This design comes from an exercise in tuning for small area and a short achievable clock period on the open sky130 flow, not from production work. Only simulation tests tie the RTL to the original design; equivalence was not proved.

==> flow/design.v (excerpt) <==
module saturation_multi (
    input  logic          clock,
    input  logic          reset,
    input  logic          in_valid,
    input  logic [127:0]  u,
    input  logic          lim_load,
    input  logic [31:0]   lim_upper,
    input  logic [31:0]   lim_lower,
    input  logic          cnt_clear,
    output logic          out_valid,
    output logic [127:0]  u_sat,
    output logic [131:0]  u_dz,
    output logic [3:0]    sat_hi,
    output logic [3:0]    sat_lo,
    output logic [63:0]   sat_cnt,
    output logic          lim_err,
    output logic [3:0]    rate_act
);
    logic          v1;
    logic [127:0]  u1;
    logic [3:0]    gt1, lt1;
    logic          ld_ok_d;             
    logic [31:0]   rq_hi, rq_lo;        
    logic [31:0]   lim_hi, lim_lo;      
    logic [31:0]   cur_hi, cur_lo;      
    logic          req_bad, ld_ok;
    logic [3:0]    gt_c, lt_c;
    assign cur_hi = ld_ok_d ? rq_hi : lim_hi;
  ...
For scale: about 10000 cells after synthesis, roughly 540 I/O pins.
export LEC_CHECK = 0
export CAP_MARGIN = 20
export CORE_MARGIN = 2
export CORE_UTILIZATION = 55
export CTS_BUF_LIST = sky130_fd_sc_hd__clkbuf_4 sky130_fd_sc_hd__clkbuf_8
export SLEW_MARGIN = 20
export SYNTH_HIERARCHICAL = 1
create_clock -name core_clock -period 18.0 [get_ports {clock}]
standard.sh (not shown) runs the stock make flow with config.mk's settings and CLKGATE_MAP_FILE= SYNTH_SCRIPT=/design/flow/synth_recipe.tcl, a recipe that flattens the netlist after the stock synthesis.
==> flow/flow/run.sh <==
#!/bin/bash
# Standard layout with these changes: ABC maps the logic to a delay target
# (input-path compares to tighter targets), ports are buffered with buf_1
# cells, clock tree synthesis adds no dummy loads, and repair_timing is
# asked for extra setup slack.
set -euo pipefail
export FLOW_FLOW_DIR=$PWD/flow
{ head -n 1 synth_recipe.tcl; cat flow/abc_wrap.tcl; tail -n +2 synth_recipe.tcl; } > my_synth.tcl
bash standard.sh SYNTH_SCRIPT=$PWD/my_synth.tcl ADDER_MAP_FILE= \
    "BUFFER_PORTS_ARGS=-buffer_cell sky130_fd_sc_hd__buf_1" \
    "CTS_ARGS=-sink_clustering_enable -repair_clock_nets -dont_use_dummy_load -buf_list {sky130_fd_sc_hd__clkbuf_4 sky130_fd_sc_hd__clkbuf_8}" \
    SETUP_SLACK_MARGIN=11.5 finish > standard.log 2>&1
==> flow/flow/abc_core.script <==
strash
dch
map -D 3500
strash
dch
map -D 3500
topo
buffer
upsize -D 3500
dnsize -D 3500
==> flow/flow/abc_fast.script <==
strash
dch
map
topo
buffer
upsize
dnsize
==> flow/flow/abc_in.script <==
strash
dch
map -D 2500
strash
dch
map -D 2500
topo
buffer
upsize -D 2500
dnsize -D 2500
==> flow/flow/abc_wrap.tcl <==
# ABC in three passes, each to its own delay target: the limit-request
# check (module sm_req) for delay alone, the stage-1 sample compares
# (module sm_in) to a tight target, the rest of the design to a looser one.
proc abc {args} {
    set i [lsearch -exact $args -script]
    set dir $::env(FLOW_FLOW_DIR)
    yosys abc {*}[lreplace $args $i [expr {$i + 1}] -script $dir/abc_fast.script] sm_req
    yosys abc {*}[lreplace $args $i [expr {$i + 1}] -script $dir/abc_in.script] sm_in
    yosys abc {*}[lreplace $args $i [expr {$i + 1}] -script $dir/abc_core.script]
}
Edit:
==> flow/flow/run.sh (replaced) <==
#!/bin/bash
set -euo pipefail
export FLOW_FLOW_DIR=$PWD/flow
{ head -n 1 synth_recipe.tcl; cat flow/abc_wrap.tcl; tail -n +2 synth_recipe.tcl; } > my_synth.tcl
ARGS=(SYNTH_SCRIPT=$PWD/my_synth.tcl ADDER_MAP_FILE= SYNTH_OPERATIONS_ARGS=-booth
      "BUFFER_PORTS_ARGS=-buffer_cell sky130_fd_sc_hd__buf_1"
      "CTS_ARGS=-sink_clustering_enable -repair_clock_nets -dont_use_dummy_load -buf_list {sky130_fd_sc_hd__clkbuf_4 sky130_fd_sc_hd__clkbuf_8}")
bash standard.sh "${ARGS[@]}" SETUP_SLACK_MARGIN=11.75 cts > standard_cts.log 2>&1
bash standard.sh "${ARGS[@]}" SETUP_SLACK_MARGIN=11 finish > standard.log 2>&1
==> flow/flow/abc_core.script (replaced) <==
strash
dch
map -D 4000
strash
dch
map -D 4000
topo
buffer
upsize -D 4000
dnsize -D 4000
What happened: The changed run produced a clean layout; critical path depth climbs by 34; cell area shrinks by 5.8%; synthesized cell count fell by 12%; setup slack is worse by 0.29 ns; sequential share of layout area rises by 1.3 points; hold slack hardly moves; clock-buffer cell count rose by 1; die area drops by 8.5%.
Edit:
==> flow/flow/run.sh (replaced) <==
#!/bin/bash
# Standard layout with these changes: adders are mapped Brent-Kung (no
# Kogge-Stone extra map), ABC maps the logic to delay targets (input-path
# compares to tighter ones), ports are buffered with buf_1 cells, clock tree
# synthesis adds no dummy loads, and repair_timing is asked for extra setup
# slack.
set -euo pipefail
export FLOW_FLOW_DIR=$PWD/flow
{ head -n 1 synth_recipe.tcl; cat flow/abc_wrap.tcl; tail -n +2 synth_recipe.tcl; } > my_synth.tcl
bash standard.sh SYNTH_SCRIPT=$PWD/my_synth.tcl ADDER_MAP_FILE= SYNTH_OPERATIONS_ARGS=-booth \
    "BUFFER_PORTS_ARGS=-buffer_cell sky130_fd_sc_hd__buf_1" \
    "CTS_ARGS=-sink_clustering_enable -repair_clock_nets -dont_use_dummy_load -buf_list {sky130_fd_sc_hd__clkbuf_4 sky130_fd_sc_hd__clkbuf_8}" \
    SETUP_SLACK_MARGIN=11.5 finish > standard.log 2>&1
==> flow/flow/abc_core.script (replaced) <==
strash
dch
map -D 3500
strash
dch
map -D 3500
topo
buffer
upsize -D 3500
dnsize -D 3500
Wire length is higher by about a fifth.
Setup slack improves by 0.25 ns.
Die area is higher by a few percent.
Count of clock-buffer cells in the layout does not change.
Cell count is higher by a few percent.
Edit:
==> flow/flow/abc_core.script (replaced) <==
strash
dch
map -D 4000
strash
dch
map -D 4000
topo
buffer
upsize -D 4000
dnsize -D 4000
Die area went down by 4.6%.
Final cell count went down by about 2%.
Via count went down by 6.7%.
Sequential share of layout area went down by 0.20 points.
Final area is about the same.
Routed wire length went down by 15%.
Hold slack hardly moves.
First-iteration DRC count went down by 19%.
Area after synthesis went down by about 4.7%.

* * *

Setup of main:
The RTL this note starts from:
==> flow/design.v <==
module sm_req (
    input  logic [31:0] req_hi,
    input  logic [31:0] req_lo,
    output logic        req_bad
);
    logic signed [31:0] s_rhi, s_rlo;
    assign s_rhi   = req_hi;
    assign s_rlo   = req_lo;
    assign req_bad = s_rlo > s_rhi;
endmodule
module sm_in (
    input  logic [127:0] u,
    input  logic [31:0]  cur_hi,
    input  logic [31:0]  cur_lo,
    output logic [3:0]   gt,
    output logic [3:0]   lt
);
    logic signed [31:0] s_hi, s_lo;
    assign s_hi  = cur_hi;
    assign s_lo  = cur_lo;
    for (genvar k = 0; k < 4; k++) begin : g_ch
        logic signed [31:0] uk;
        assign uk    = u[k*32 +: 32];
        assign gt[k] = uk > s_hi;
        assign lt[k] = uk < s_lo;
    end
endmodule
module sm_stage2 (
    input  logic [31:0] uk,         
    input  logic [31:0] hi,         
    input  logic [31:0] lo,
    input  logic        gt,         
    input  logic        lt,         
    input  logic [31:0] prev_raw,   
    input  logic        sel_hi,     
    input  logic        sel_lo,     
    input  logic [31:0] ld_hi,      
    input  logic [31:0] ld_lo,
    input  logic        en,         
    input  logic [31:0] rq_hi,      
    input  logic [31:0] rq_lo,
    output logic [31:0] out,        
    output logic [32:0] dz,         
    output logic        ract,       
    output logic [31:0] prev_nxt,   
    output logic        over_hi,    
    output logic        under_lo    
);
    logic [31:0]        prev, tgt;
    logic signed [31:0] s_nxt, s_rhi, s_rlo;
    logic signed [32:0] delta;
    logic               up, dn;
    assign prev  = sel_hi ? ld_hi : (sel_lo ? ld_lo : prev_raw);
    assign tgt   = gt ? hi : (lt ? lo : uk);
    assign delta = {tgt[31], tgt} - {prev[31], prev};
    assign up    = !delta[32] && ((|delta[31:4]) || (delta[3] && (|delta[2:0])));
    assign dn    = delta[32] && !(&delta[31:3]);
    assign out   = up ? prev + 32'd8 : (dn ? prev - 32'd8 : tgt);
    assign dz    = {uk[31], uk} - {out[31], out};
    assign ract  = up | dn;
    assign prev_nxt = en ? out : prev;
    assign s_nxt    = prev_nxt;
    assign s_rhi    = rq_hi;
    assign s_rlo    = rq_lo;
    assign over_hi  = s_nxt > s_rhi;
    assign under_lo = s_nxt < s_rlo;
endmodule
module saturation_multi (
    input  logic          clock,
    input  logic          reset,
    input  logic          in_valid,
    input  logic [127:0]  u,
    input  logic          lim_load,
    input  logic [31:0]   lim_upper,
    input  logic [31:0]   lim_lower,
    input  logic          cnt_clear,
    output logic          out_valid,
    output logic [127:0]  u_sat,
    output logic [131:0]  u_dz,
    output logic [3:0]    sat_hi,
    output logic [3:0]    sat_lo,
    output logic [63:0]   sat_cnt,
    output logic          lim_err,
    output logic [3:0]    rate_act
);
    logic          v1;
    logic [127:0]  u1;
    logic [3:0]    gt1, lt1;
    logic          ld_ok_d;             
    logic [31:0]   rq_hi, rq_lo;        
    logic [31:0]   lim_hi, lim_lo;      
    logic [31:0]   cur_hi, cur_lo;      
    logic          req_bad, ld_ok;
    logic [3:0]    gt_c, lt_c;
    assign cur_hi = ld_ok_d ? rq_hi : lim_hi;
    assign cur_lo = ld_ok_d ? rq_lo : lim_lo;
    sm_in u_in (.u(u), .cur_hi(cur_hi), .cur_lo(cur_lo), .gt(gt_c), .lt(lt_c));
    sm_req u_req (.req_hi(lim_upper), .req_lo(lim_lower), .req_bad(req_bad));
    assign ld_ok = lim_load && !req_bad;
    always_ff @(posedge clock) begin
        u1    <= u;
        gt1   <= gt_c;
        lt1   <= lt_c;
        rq_hi <= lim_upper;
        rq_lo <= lim_lower;
    end
    always_ff @(posedge clock or posedge reset) begin
        if (reset) begin
            v1        <= 1'b0;
            out_valid <= 1'b0;
            ld_ok_d   <= 1'b0;
            lim_hi    <= 32'd100;
            lim_lo    <= 32'd0;
            lim_err   <= 1'b0;
        end else begin
            v1        <= in_valid;
            out_valid <= v1;
            ld_ok_d   <= ld_ok;
            lim_hi    <= cur_hi;
            lim_lo    <= cur_lo;
            if (lim_load)
                lim_err <= req_bad;
        end
    end
    for (genvar k = 0; k < 4; k++) begin : g_ch
        logic [31:0] prev_raw, out, prev_nxt;
        logic [32:0] dz;
        logic        ract, sel_hi, sel_lo, over_hi, under_lo;
        logic [15:0] cnt;
        sm_stage2 u_s2 (
            .uk(u1[k*32 +: 32]), .hi(lim_hi), .lo(lim_lo),
            .gt(gt1[k]), .lt(lt1[k]),
            .prev_raw(prev_raw),
            .sel_hi(sel_hi), .sel_lo(sel_lo),
            .ld_hi(rq_hi), .ld_lo(rq_lo), .en(v1),
            .rq_hi(lim_upper), .rq_lo(lim_lower),
            .out(out), .dz(dz), .ract(ract),
            .prev_nxt(prev_nxt), .over_hi(over_hi), .under_lo(under_lo)
        );
        always_ff @(posedge clock or posedge reset) begin
            if (reset) begin
                sel_hi <= 1'b0;
                sel_lo <= 1'b0;
            end else begin
                sel_hi <= ld_ok && over_hi;
                sel_lo <= ld_ok && under_lo;
            end
        end
        always_ff @(posedge clock or posedge reset) begin
            if (reset) begin
                prev_raw <= '0;
            end else begin
                prev_raw <= prev_nxt;
            end
        end
        always_ff @(posedge clock or posedge reset) begin
            if (reset) begin
                u_sat[k*32 +: 32] <= '0;
                u_dz[k*33 +: 33]  <= '0;
                sat_hi[k]         <= 1'b0;
                sat_lo[k]         <= 1'b0;
                rate_act[k]       <= 1'b0;
            end else if (v1) begin
                u_sat[k*32 +: 32] <= out;
                u_dz[k*33 +: 33]  <= dz;
                sat_hi[k]         <= gt1[k];
                sat_lo[k]         <= lt1[k];
                rate_act[k]       <= ract;
            end
        end
        always_ff @(posedge clock or posedge reset) begin
            if (reset) begin
                cnt <= '0;
            end else if (cnt_clear) begin
                cnt <= '0;
            end else if (v1 && (gt1[k] || lt1[k]) && !(&cnt)) begin
                cnt <= cnt + 16'd1;
            end
        end
        assign sat_cnt[k*16 +: 16] = cnt;
    end
endmodule
export LEC_CHECK = 0
export CAP_MARGIN = 20
export CORE_MARGIN = 2
export CORE_UTILIZATION = 55
export CTS_BUF_LIST = sky130_fd_sc_hd__clkbuf_4 sky130_fd_sc_hd__clkbuf_8
export SLEW_MARGIN = 20
export SYNTH_HIERARCHICAL = 1
create_clock -name core_clock -period 18.0 [get_ports {clock}]
==> flow/flow/run.sh <==
#!/bin/bash
set -euo pipefail
export FLOW_FLOW_DIR=$PWD/flow
{ head -n 1 synth_recipe.tcl; cat flow/abc_wrap.tcl; tail -n +2 synth_recipe.tcl; } > my_synth.tcl
ARGS=(SYNTH_SCRIPT=$PWD/my_synth.tcl ADDER_MAP_FILE= SYNTH_OPERATIONS_ARGS=-booth
      "BUFFER_PORTS_ARGS=-buffer_cell sky130_fd_sc_hd__buf_1"
      "CTS_ARGS=-sink_clustering_enable -repair_clock_nets -dont_use_dummy_load -buf_list {sky130_fd_sc_hd__clkbuf_4 sky130_fd_sc_hd__clkbuf_8}")
bash standard.sh "${ARGS[@]}" SETUP_SLACK_MARGIN=11.75 cts > standard_cts.log 2>&1
bash standard.sh "${ARGS[@]}" SETUP_SLACK_MARGIN=11 finish > standard.log 2>&1
==> flow/flow/abc_core.script <==
strash
dch
map -D 3500
strash
dch
map -D 3500
topo
buffer
upsize -D 3500
dnsize -D 3500
Scripts as last shown in full above: flow/flow/abc_fast.script, flow/flow/abc_in.script, flow/flow/abc_wrap.tcl
Input changes introduced in the feature branch (baseline for comparison: main):
- a change of CORE_UTILIZATION from 55 to 50
==> flow/flow/run.sh <==
#!/bin/bash
# Standard layout with these changes: adders are mapped Brent-Kung (no
# Kogge-Stone extra map), ABC maps the logic to a delay target
# (input-path compares to tighter targets), ports are buffered with buf_1
# cells, and repair_timing is asked for extra setup slack.
set -euo pipefail
export FLOW_FLOW_DIR=$PWD/flow
{ head -n 1 synth_recipe.tcl; cat flow/abc_wrap.tcl; tail -n +2 synth_recipe.tcl; } > my_synth.tcl
bash standard.sh SYNTH_SCRIPT=$PWD/my_synth.tcl ADDER_MAP_FILE= SYNTH_OPERATIONS_ARGS=-booth \
    "BUFFER_PORTS_ARGS=-buffer_cell sky130_fd_sc_hd__buf_1" \
    SETUP_SLACK_MARGIN=11.5 finish > standard.log 2>&1
--- outcome ---
- Looking at slowest cell on the critical path, the sky130_fd_sc_hd__buf_1 result is from the feature branch; the sky130_fd_sc_hd__dfrtp_1 one comes from main.
- Core utilization of the finished layout in the feature branch is 1.8 points below main.
- Diff main -> the feature branch: instance count after placement with tap cells included has increased; portion of the clock cycle consumed by the worst path in the final layout has decreased.

[port drivers added, routing unchanged]
No port has a modelled driver above. Below, the same layouts with a new extraction and two added sets of constraints. Step 1 sets driving cells, clkbuf_16 on the clock port and buf_2 on the other inputs (assumed; they add their load-dependent delay and slew). Step 2 times the ports against the registers' clock, not the clock port: input delays grow and output delays shrink by t, the midpoint of the rising clock arrivals with the driver on. Slacks: ideal / step 1 / step 2; pairs: ideal / step 1.
run	t, ns	slack for setup (ns)	hold slack, ns	worst setup path after step 2	pins driven straight from the clock port
the first run of note 1	0.920	11.398 / 11.452 / 10.532	0.465 / 0.465 / 0.465	input to register	1
the second run of note 1	0.934	11.110 / 11.110 / 10.496	0.465 / 0.465 / 0.465	input to register	1
the third run of note 1	0.938	11.356 / 11.356 / 10.639	0.467 / 0.467 / 0.467	input to register	1
the fourth run of note 1	0.901	11.241 / 11.241 / 10.469	0.464 / 0.464 / 0.464	input to register	1
main	0.941	11.179 / 11.179 / 10.631	0.466 / 0.466 / 0.466	input to register	1
the feature branch	0.942	11.288 / 11.336 / 10.394	0.465 / 0.465 / 0.465	input to register	1
After both steps setup and hold are still met in every run listed. The setup slack of the feature branch, which loses most, moves by +0.048 ns with the drivers and by -0.894 ns with both steps.
